From an optimization exercise on the open Yosys and OpenROAD flow, aimed at small area, a short achievable clock period and few clock cycles; shortcuts taken in it are not production practice. RTL that was checked went through simulation tests only; none was proved equivalent to the original.

==> wip/juniper <==
## axi_interconnect
module axi_interconnect (
    input  logic                                         axi_clk,
    input  logic                                         arst_n,
    input  logic [axi_ic_pkg::N_MST*axi_ic_pkg::ID_W-1:0]   m_axi_arid,
    input  logic [axi_ic_pkg::N_MST*axi_ic_pkg::ADDR_W-1:0] m_axi_araddr,
    input  logic [axi_ic_pkg::N_MST*axi_ic_pkg::LEN_W-1:0]  m_axi_arlen,
    input  logic [axi_ic_pkg::N_MST*3-1:0]                  m_axi_arsize,
    input  logic [axi_ic_pkg::N_MST*2-1:0]                  m_axi_arburst,
    input  logic [axi_ic_pkg::N_MST-1:0]                    m_axi_arvalid,
    output logic [axi_ic_pkg::N_MST-1:0]                    m_axi_arready,
    output logic [axi_ic_pkg::N_MST*axi_ic_pkg::ID_W-1:0]   m_axi_rid,
    output logic [axi_ic_pkg::N_MST*axi_ic_pkg::DATA_W-1:0] m_axi_rdata,
    output logic [axi_ic_pkg::N_MST*2-1:0]                  m_axi_rresp,
    output logic [axi_ic_pkg::N_MST-1:0]                    m_axi_rlast,
    output logic [axi_ic_pkg::N_MST-1:0]                    m_axi_rvalid,
    input  logic [axi_ic_pkg::N_MST-1:0]                    m_axi_rready,
    output logic [axi_ic_pkg::N_SLV*axi_ic_pkg::SID_W-1:0]  s_axi_arid,
    output logic [axi_ic_pkg::N_SLV*axi_ic_pkg::ADDR_W-1:0] s_axi_araddr,
    output logic [axi_ic_pkg::N_SLV*axi_ic_pkg::LEN_W-1:0]  s_axi_arlen,
    output logic [axi_ic_pkg::N_SLV*3-1:0]                  s_axi_arsize,
    output logic [axi_ic_pkg::N_SLV*2-1:0]                  s_axi_arburst,
    output logic [axi_ic_pkg::N_SLV-1:0]                    s_axi_arvalid,
    input  logic [axi_ic_pkg::N_SLV-1:0]                    s_axi_arready,
    input  logic [axi_ic_pkg::N_SLV*axi_ic_pkg::SID_W-1:0]  s_axi_rid,
    input  logic [axi_ic_pkg::N_SLV*axi_ic_pkg::DATA_W-1:0] s_axi_rdata,
    input  logic [axi_ic_pkg::N_SLV*2-1:0]                  s_axi_rresp,
    input  logic [axi_ic_pkg::N_SLV-1:0]                    s_axi_rlast,
    input  logic [axi_ic_pkg::N_SLV-1:0]                    s_axi_rvalid,
    output logic [axi_ic_pkg::N_SLV-1:0]                    s_axi_rready
);
clock: 4.5 ns
lec_check: 0
cap_margin: 20
core_area: 25 25 175 175
die_area: 0 0 200 200
setup_slack_margin: 1.6
slew_margin: 20
standard.sh (not shown) runs the stock make flow with config.mk's settings and CLKGATE_MAP_FILE= SYNTH_SCRIPT=/design/flow/synth_recipe.tcl, a recipe that flattens the netlist after the stock synthesis.
==> flow/flow/run.sh <==
#!/bin/bash
# The standard layout with two changes:
#  - plain buf_1 cells as the port buffers, instead of the delay buffers that
#    buffer_ports picks by default;
#  - a222oi_1 is not used: its three-high pull-up stack is slow, and the
#    one-hot multiplexers map to a22oi + nand2 instead.
set -euo pipefail
export BUFFER_PORTS_ARGS="-buffer_cell sky130_fd_sc_hd__buf_1"
cp config.mk own_config.mk
echo 'export DONT_USE_CELLS = sky130_fd_sc_hd__a222oi_1' >> own_config.mk
sed "s#DESIGN_CONFIG=[^ ]*#DESIGN_CONFIG=$PWD/own_config.mk#" standard.sh > own_standard.sh
bash own_standard.sh finish > standard.log 2>&1
==> wip/indigo: changes against wip/juniper <==
--- a/flow/design.v
+++ b/flow/design.v
@@ -87,42 +87,29 @@
     localparam int SAR_W   = axi_ic_pkg::SAR_W;
     localparam int SEL_W   = ADDR_W - SEL_LSB;
     localparam int REST_W  = MAR_W - ID_W;     
     logic [N_SLV:0][N_MST-1:0] hit;          
     logic [N_SLV:0][N_MST-1:0] req;
     logic [N_SLV:0][N_MST-1:0] cand;         
     logic [N_SLV:0]            step;         
-    localparam int LO_W = SAR_W / 2;
-    localparam int HI_W = SAR_W - LO_W;
-    logic [N_SLV-1:0][N_MST-1:0] candn;
     for (genvar t = 0; t < N_SLV + 1; t++) begin : g_tgt
         for (genvar i = 0; i < N_MST; i++) begin : g_mst
             assign hit[t][i] = (m_ar[i*MAR_W + REST_W - 1 -: SEL_W] == SEL_W'(t));
             assign req[t][i] = m_vld[i] && hit[t][i];
         end
     end
     assign err_src = cand[N_SLV];
     always_comb begin
         for (int t = 0; t < N_SLV + 1; t++) begin
             s_vld[t] = |(cand[t] & req[t]);
-            if (t < N_SLV) begin
-                s_ar[t*SAR_W +: LO_W]         = '0;
-                s_ar[t*SAR_W + LO_W +: HI_W]  = '1;
-                for (int i = 0; i < N_MST; i++) begin
-                    s_ar[t*SAR_W +: LO_W] = s_ar[t*SAR_W +: LO_W]
-                        | ({LO_W{cand[t][i]}} & m_ar[i*MAR_W +: LO_W]);
-                    s_ar[t*SAR_W + LO_W +: HI_W] = s_ar[t*SAR_W + LO_W +: HI_W]
-                        & ({HI_W{candn[t % N_SLV][i]}}
-                           | {CID_W'(i + 1), m_ar[i*MAR_W + LO_W +: MAR_W - LO_W]});
-                end
-            end else begin
-                s_ar[t*SAR_W +: SAR_W] = '0;
-                for (int i = 0; i < N_MST; i++) begin
+            s_ar[t*SAR_W +: SAR_W] = '0;
+            for (int i = 0; i < N_MST; i++) begin
+                if (cand[t][i]) begin
                     s_ar[t*SAR_W +: SAR_W] = s_ar[t*SAR_W +: SAR_W]
-                        | ({SAR_W{cand[t][i]}} & {CID_W'(i + 1), m_ar[i*MAR_W +: MAR_W]});
+                                           | {CID_W'(i + 1), m_ar[i*MAR_W +: MAR_W]};
                 end
             end
         end
     end
     always_comb begin
         for (int i = 0; i < N_MST; i++) begin
             m_rdy[i] = 1'b0;
@@ -139,28 +126,20 @@
     assign step[N_SLV] = |(req[N_SLV] & ~cand[N_SLV])
                       && (s_rdy[N_SLV] ? !s_vld[N_SLV] : err_done);
     always_ff @(posedge clk or negedge arst_n) begin
         if (!arst_n) begin
             for (int t = 0; t < N_SLV + 1; t++) begin
                 cand[t] <= N_MST'(1) << (t % N_MST);
             end
-            for (int t = 0; t < N_SLV; t++) begin
-                candn[t] <= ~(N_MST'(1) << (t % N_MST));
-            end
         end else begin
             for (int t = 0; t < N_SLV + 1; t++) begin
                 if (step[t]) begin
                     cand[t] <= {cand[t][N_MST-2:0], cand[t][N_MST-1]};
                 end
             end
-            for (int t = 0; t < N_SLV; t++) begin
-                if (step[t]) begin
-                    candn[t] <= {candn[t][N_MST-2:0], candn[t][N_MST-1]};
-                end
-            end
         end
     end
 endmodule
 module decerr_slave (
     input  logic                         clk,
     input  logic                         arst_n,
     input  logic                         ar_vld,
@@ -224,38 +203,31 @@
     localparam int CID_W = axi_ic_pkg::CID_W;
     localparam int SR_W  = axi_ic_pkg::SR_W;
     localparam int MR_W  = axi_ic_pkg::MR_W;
     logic [N_MST-1:0][N_SLV:0] hit;          
     logic [N_MST-1:0][N_SLV:0] req;
     logic [N_MST-1:0][N_SLV:0] cand;         
     logic [N_MST-1:0]          step;         
-    localparam int HI_LSB = 3 + 16;          
-    localparam int HI_W   = 16;
-    logic [N_MST-1:0][N_SLV-1:0] candn;
     logic [N_MST-1:0]          lock;         
     logic [N_MST-1:0]          done;         
     for (genvar m = 0; m < N_MST; m++) begin : g_mst
         for (genvar s = 0; s < N_SLV; s++) begin : g_src
             assign hit[m][s] = (s_r[s*SR_W + SR_W - CID_W +: 2] == 2'(m + 1));
         end
         assign hit[m][N_SLV] = err_dst[m];
         assign req[m] = hit[m] & s_vld;
     end
     always_comb begin
         for (int m = 0; m < N_MST; m++) begin
             m_vld[m] = |(cand[m] & req[m]);
             m_r[m*MR_W +: MR_W] = '0;
             for (int s = 0; s < N_SRC; s++) begin
-                m_r[m*MR_W +: MR_W] = m_r[m*MR_W +: MR_W]
-                    | ({MR_W{cand[m][s]}} & s_r[s*SR_W +: MR_W]);    
-            end
-            m_r[m*MR_W + HI_LSB +: HI_W] = ~{HI_W{cand[m][N_SLV]}};
-            for (int s = 0; s < N_SLV; s++) begin
-                m_r[m*MR_W + HI_LSB +: HI_W] = m_r[m*MR_W + HI_LSB +: HI_W]
-                    & ({HI_W{candn[m][s]}} | s_r[s*SR_W + HI_LSB +: HI_W]);
+                if (cand[m][s]) begin
+                    m_r[m*MR_W +: MR_W] = m_r[m*MR_W +: MR_W] | s_r[s*SR_W +: MR_W];    
+                end
             end
             done[m] = m_vld[m] && m_rdy[m] && m_r[m*MR_W];
         end
         for (int s = 0; s < N_SRC; s++) begin
             s_rdy[s] = 1'b0;
             for (int m = 0; m < N_MST; m++) begin
                 if (cand[m][s] && hit[m][s] && m_rdy[m]) begin
@@ -266,28 +238,26 @@
     end
     for (genvar m = 0; m < N_MST; m++) begin : g_step
         assign step[m] = |(req[m] & ~cand[m]) && (done[m] || !(lock[m] || m_vld[m]));
     end
     always_ff @(posedge clk or negedge arst_n) begin
         if (!arst_n) begin
             for (int m = 0; m < N_MST; m++) begin
-                lock[m]  <= 1'b0;
-                cand[m]  <= N_SRC'(1) << m;
-                candn[m] <= ~(N_SLV'(1) << m);
+                lock[m] <= 1'b0;
+                cand[m] <= N_SRC'(1) << m;
             end
         end else begin
             for (int m = 0; m < N_MST; m++) begin
                 if (done[m]) begin
                     lock[m] <= 1'b0;
                 end else if (m_vld[m]) begin
                     lock[m] <= 1'b1;
                 end
                 if (step[m]) begin
-                    cand[m]  <= {cand[m][N_SLV-1:0], cand[m][N_SLV]};
-                    candn[m] <= {candn[m][N_SLV-2:0], !cand[m][N_SLV]};
+                    cand[m] <= {cand[m][N_SLV-1:0], cand[m][N_SLV]};
                 end
             end
         end
     end
 endmodule
 module axi_interconnect (
     input  logic                                         axi_clk,
- SETUP_SLACK_MARGIN: 1.6 -> 1.75
==> results.txt <==
	wip/indigo	wip/juniper
Layout Area Growth over Synthesis	19.8%	14.6%
Global-route wire length before repair	77.4 mm	78.0 mm
Proportion of synthesized chip area in sequential cells	12.6%	17.0%
Kind of path behind the tightest hold check	flop to flop	input port to asynchronous set/reset pin
Adder-cell share of the synthesized area	0.296%	0.278%
Global-route usage over all layers	24.4%	24.4%
Run status	no timing/DRC/antenna violations	no timing/DRC/antenna violations
Routing usage on met3	9.62%	9.14%
Xor and xnor area share after synthesis	0.518%	0.583%
Biggest cell delay along the critical path	240 ps	320 ps
Register cell area after layout	1120 µm²	1580 µm²
Detailed-route wire length on metal 1	19.0 mm	19.9 mm
Leading cell type in the layout, fill and taps excluded	sky130_fd_sc_hd__nand2_1	sky130_fd_sc_hd__buf_1
Testbench counts of wip/indigo, summed over its fixed seeds: cycles 7,526.
Function not checked in wip/juniper: the RTL went through the layout flow alone.

========
==> 12-07: inputs <==
axi_interconnect with an RTL version that a note above also has.
==> module ar_router, before the edit <==
module ar_router (
    input  logic                                                  clk,
    input  logic                                                  arst_n,
    input  logic [axi_ic_pkg::N_MST-1:0]                          m_vld,
    input  logic [axi_ic_pkg::N_MST*axi_ic_pkg::MAR_W-1:0]        m_ar,
    input  logic [axi_ic_pkg::N_SLV:0]                            s_rdy,
    input  logic                                                  err_done,  
    output logic [axi_ic_pkg::N_MST-1:0]                          m_rdy,
    output logic [axi_ic_pkg::N_SLV:0]                            s_vld,
    output logic [(axi_ic_pkg::N_SLV+1)*axi_ic_pkg::SAR_W-1:0]    s_ar,
    output logic [axi_ic_pkg::N_MST-1:0]                          err_src    
);
    localparam int N_MST   = axi_ic_pkg::N_MST;
    localparam int N_SLV   = axi_ic_pkg::N_SLV;
    localparam int ID_W    = axi_ic_pkg::ID_W;
    localparam int CID_W   = axi_ic_pkg::CID_W;
    localparam int ADDR_W  = axi_ic_pkg::ADDR_W;
    localparam int SEL_LSB = axi_ic_pkg::SEL_LSB;
    localparam int MAR_W   = axi_ic_pkg::MAR_W;
    localparam int SAR_W   = axi_ic_pkg::SAR_W;
    localparam int SEL_W   = ADDR_W - SEL_LSB;
    localparam int REST_W  = MAR_W - ID_W;     
    logic [N_SLV:0][N_MST-1:0] hit;          
    logic [N_SLV:0][N_MST-1:0] req;
    logic [N_SLV:0][N_MST-1:0] cand;         
    logic [N_SLV:0]            step;         
    for (genvar t = 0; t < N_SLV + 1; t++) begin : g_tgt
        for (genvar i = 0; i < N_MST; i++) begin : g_mst
            assign hit[t][i] = (m_ar[i*MAR_W + REST_W - 1 -: SEL_W] == SEL_W'(t));
            assign req[t][i] = m_vld[i] && hit[t][i];
        end
    end
    assign err_src = cand[N_SLV];
    always_comb begin
        for (int t = 0; t < N_SLV + 1; t++) begin
            s_vld[t] = |(cand[t] & req[t]);
            s_ar[t*SAR_W +: SAR_W] = '0;
            for (int i = 0; i < N_MST; i++) begin
                if (cand[t][i]) begin
                    s_ar[t*SAR_W +: SAR_W] = s_ar[t*SAR_W +: SAR_W]
                                           | {CID_W'(i + 1), m_ar[i*MAR_W +: MAR_W]};
                end
            end
        end
    end
    always_comb begin
        for (int i = 0; i < N_MST; i++) begin
            m_rdy[i] = 1'b0;
            for (int t = 0; t < N_SLV + 1; t++) begin
                if (cand[t][i] && hit[t][i] && s_rdy[t]) begin
                    m_rdy[i] = 1'b1;
                end
            end
        end
    end
    for (genvar t = 0; t < N_SLV; t++) begin : g_step
        assign step[t] = |(req[t] & ~cand[t]) && !(s_vld[t] && !s_rdy[t]);
    end
    assign step[N_SLV] = |(req[N_SLV] & ~cand[N_SLV])
                      && (s_rdy[N_SLV] ? !s_vld[N_SLV] : err_done);
    always_ff @(posedge clk or negedge arst_n) begin
        if (!arst_n) begin
            for (int t = 0; t < N_SLV + 1; t++) begin
                cand[t] <= N_MST'(1) << (t % N_MST);
            end
        end else begin
            for (int t = 0; t < N_SLV + 1; t++) begin
                if (step[t]) begin
                    cand[t] <= {cand[t][N_MST-2:0], cand[t][N_MST-1]};
                end
            end
        end
    end
endmodule
==> module r_router, before the edit <==
module r_router (
    input  logic                                               clk,
    input  logic                                               arst_n,
    input  logic [axi_ic_pkg::N_SLV:0]                         s_vld,
    input  logic [(axi_ic_pkg::N_SLV+1)*axi_ic_pkg::SR_W-1:0]  s_r,
    input  logic [axi_ic_pkg::N_MST-1:0]                       err_dst,   
    input  logic [axi_ic_pkg::N_MST-1:0]                       m_rdy,
    output logic [axi_ic_pkg::N_SLV:0]                         s_rdy,
    output logic [axi_ic_pkg::N_MST-1:0]                       m_vld,
    output logic [axi_ic_pkg::N_MST*axi_ic_pkg::MR_W-1:0]      m_r
);
    localparam int N_MST = axi_ic_pkg::N_MST;
    localparam int N_SLV = axi_ic_pkg::N_SLV;
    localparam int N_SRC = N_SLV + 1;
    localparam int CID_W = axi_ic_pkg::CID_W;
    localparam int SR_W  = axi_ic_pkg::SR_W;
    localparam int MR_W  = axi_ic_pkg::MR_W;
    logic [N_MST-1:0][N_SLV:0] hit;          
    logic [N_MST-1:0][N_SLV:0] req;
    logic [N_MST-1:0][N_SLV:0] cand;         
    logic [N_MST-1:0]          step;         
    logic [N_MST-1:0]          lock;         
    logic [N_MST-1:0]          done;         
    for (genvar m = 0; m < N_MST; m++) begin : g_mst
        for (genvar s = 0; s < N_SLV; s++) begin : g_src
            assign hit[m][s] = (s_r[s*SR_W + SR_W - CID_W +: 2] == 2'(m + 1));
        end
        assign hit[m][N_SLV] = err_dst[m];
        assign req[m] = hit[m] & s_vld;
    end
    always_comb begin
        for (int m = 0; m < N_MST; m++) begin
            m_vld[m] = |(cand[m] & req[m]);
            m_r[m*MR_W +: MR_W] = '0;
            for (int s = 0; s < N_SRC; s++) begin
                if (cand[m][s]) begin
                    m_r[m*MR_W +: MR_W] = m_r[m*MR_W +: MR_W] | s_r[s*SR_W +: MR_W];    
                end
            end
            done[m] = m_vld[m] && m_rdy[m] && m_r[m*MR_W];
        end
        for (int s = 0; s < N_SRC; s++) begin
            s_rdy[s] = 1'b0;
            for (int m = 0; m < N_MST; m++) begin
                if (cand[m][s] && hit[m][s] && m_rdy[m]) begin
                    s_rdy[s] = 1'b1;
                end
            end
        end
    end
    for (genvar m = 0; m < N_MST; m++) begin : g_step
        assign step[m] = |(req[m] & ~cand[m]) && (done[m] || !(lock[m] || m_vld[m]));
    end
    always_ff @(posedge clk or negedge arst_n) begin
        if (!arst_n) begin
            for (int m = 0; m < N_MST; m++) begin
                lock[m] <= 1'b0;
                cand[m] <= N_SRC'(1) << m;
            end
        end else begin
            for (int m = 0; m < N_MST; m++) begin
                if (done[m]) begin
                    lock[m] <= 1'b0;
                end else if (m_vld[m]) begin
                    lock[m] <= 1'b1;
                end
                if (step[m]) begin
                    cand[m] <= {cand[m][N_SLV-1:0], cand[m][N_SLV]};
                end
            end
        end
    end
endmodule
Settings: LEC_CHECK=0, CAP_MARGIN=20, CORE_AREA=25 25 175 175, DIE_AREA=0 0 200 200, SETUP_SLACK_MARGIN=1.2, SLEW_MARGIN=20; clock period 4.5 ns.
Scripts as last shown in full above: flow/flow/run.sh
==> inputs of 02-21, as changes to 12-07 <==
--- a/flow/config.mk
+++ b/flow/config.mk
@@ -6,7 +6,8 @@
 export NUM_CORES = 4
 export LEC_CHECK = 0
+export ABC_AREA = 1
 export CAP_MARGIN = 20
-export CORE_AREA = 25 25 175 175
+export CORE_AREA = 40 40 160 160
 export DIE_AREA = 0 0 200 200
-export SETUP_SLACK_MARGIN = 1.2
+export SETUP_SLACK_MARGIN = 1.7
 export SLEW_MARGIN = 20
==> inputs of 05-28, as changes to 12-07 <==
--- a/flow/design.v
+++ b/flow/design.v
@@ -91,4 +91,6 @@
     logic [N_SLV:0][N_MST-1:0] req;
     logic [N_SLV:0][N_MST-1:0] cand;         
+    logic [N_SLV:0][N_MST-1:0] cand_x;       
+    logic [N_SLV:0][N_MST-1:0] cand_rst;
     logic [N_SLV:0]            step;         
     for (genvar t = 0; t < N_SLV + 1; t++) begin : g_tgt
@@ -126,13 +128,15 @@
     assign step[N_SLV] = |(req[N_SLV] & ~cand[N_SLV])
                       && (s_rdy[N_SLV] ? !s_vld[N_SLV] : err_done);
+    for (genvar t = 0; t < N_SLV + 1; t++) begin : g_cand
+        assign cand_rst[t] = N_MST'(1) << (t % N_MST);
+        assign cand[t]     = cand_x[t] ^ cand_rst[t];
+    end
     always_ff @(posedge clk or negedge arst_n) begin
         if (!arst_n) begin
-            for (int t = 0; t < N_SLV + 1; t++) begin
-                cand[t] <= N_MST'(1) << (t % N_MST);
-            end
+            cand_x <= '0;
         end else begin
             for (int t = 0; t < N_SLV + 1; t++) begin
                 if (step[t]) begin
-                    cand[t] <= {cand[t][N_MST-2:0], cand[t][N_MST-1]};
+                    cand_x[t] <= {cand[t][N_MST-2:0], cand[t][N_MST-1]} ^ cand_rst[t];
                 end
             end
@@ -207,4 +211,6 @@
     logic [N_MST-1:0][N_SLV:0] req;
     logic [N_MST-1:0][N_SLV:0] cand;         
+    logic [N_MST-1:0][N_SLV:0] cand_x;       
+    logic [N_MST-1:0][N_SLV:0] cand_rst;
     logic [N_MST-1:0]          step;         
     logic [N_MST-1:0]          lock;         
@@ -240,10 +246,12 @@
         assign step[m] = |(req[m] & ~cand[m]) && (done[m] || !(lock[m] || m_vld[m]));
     end
+    for (genvar m = 0; m < N_MST; m++) begin : g_cand
+        assign cand_rst[m] = N_SRC'(1) << m;
+        assign cand[m]     = cand_x[m] ^ cand_rst[m];
+    end
     always_ff @(posedge clk or negedge arst_n) begin
         if (!arst_n) begin
-            for (int m = 0; m < N_MST; m++) begin
-                lock[m] <= 1'b0;
-                cand[m] <= N_SRC'(1) << m;
-            end
+            lock   <= '0;
+            cand_x <= '0;
         end else begin
             for (int m = 0; m < N_MST; m++) begin
@@ -254,5 +262,5 @@
                 end
                 if (step[m]) begin
-                    cand[m] <= {cand[m][N_SLV-1:0], cand[m][N_SLV]};
+                    cand_x[m] <= {cand[m][N_SLV-1:0], cand[m][N_SLV]} ^ cand_rst[m];
                 end
             end
==> flow/flow/run.sh (replaced) <==
#!/bin/bash
# The standard layout with two changes:
#  - plain buf_2 cells as the port buffers, instead of the delay buffers that
#    buffer_ports picks by default;
#  - a222oi_1 is not used: its three-high pull-up stack is slow, and the
#    one-hot multiplexers map to a22oi + nand2 instead.
set -euo pipefail
export BUFFER_PORTS_ARGS="-buffer_cell sky130_fd_sc_hd__buf_2"
cp config.mk own_config.mk
echo 'export DONT_USE_CELLS = sky130_fd_sc_hd__a222oi_1' >> own_config.mk
sed "s#DESIGN_CONFIG=[^ ]*#DESIGN_CONFIG=$PWD/own_config.mk#" standard.sh > own_standard.sh
bash own_standard.sh finish > standard.log 2>&1
--- a/flow/config.mk
+++ b/flow/config.mk
@@ -6,7 +6,8 @@
 export NUM_CORES = 4
 export LEC_CHECK = 0
+export ABC_AREA = 1
 export CAP_MARGIN = 20
-export CORE_AREA = 25 25 175 175
+export CORE_AREA = 40 40 160 160
 export DIE_AREA = 0 0 200 200
-export SETUP_SLACK_MARGIN = 1.2
+export SETUP_SLACK_MARGIN = 1.7
 export SLEW_MARGIN = 20
==> results.txt <==
05-28 finished clean. 12-07 passed the timing, design-rule and antenna checks. 02-21 completed with no timing, DRC or antenna violations. In die area, 05-28 and 02-21 do not differ. The lowest synthesized area belongs to 05-28, the highest to 12-07. Design area: 02-21 < 12-07 < 05-28. Worst setup slack: 05-28 > 02-21 > 12-07. Via count, lowest first: 12-07, 02-21, 05-28. The lowest register-to-register slack belongs to 12-07, the highest to 05-28. Sequential share of layout area, highest first: 02-21, 12-07, 05-28.
Testbench counts of 12-07, summed over its fixed seeds: cycles 7,526.
Testbench counts of 02-21, summed over its fixed seeds: cycles 7,526.
Testbench counts of 05-28, summed over its fixed seeds: cycles 7,526.

[what the ideal ports hide]
How much do the figures lean on ideal ports? The routed layouts below were timed once more, with nothing changed but the port constraints.
Step 1 assumes that a clkbuf_16 drives the clock port and a buf_2 every other input.
Step 2 also shifts input and output timing later by t, the mid clock arrival at the registers, as if the neighbouring blocks saw the same clock.
a / b / c = ideal ports / drivers / drivers and shift; a / b = the first two.
run | t (ns) | setup slack, ns | latest minus earliest clock arrival (ns)
wip/juniper | 0.361 | 1.556 / 1.512 / 1.512 | 0.009 / 0.009
wip/indigo | 0.330 | 1.722 / 1.645 / 1.645 | 0.007 / 0.006
12-07 | 0.330 | 1.304 / 1.263 / 1.339 | 0.005 / 0.005
02-21 | 0.332 | 1.713 / 1.653 / 1.653 | 0.007 / 0.007
05-28 | 0.328 | 1.751 / 1.690 / 1.690 | 0.005 / 0.004
After both steps setup and hold are still met in every run listed. The setup slack of wip/indigo, which loses most, moves by -0.077 ns with the drivers and by -0.077 ns with both steps.
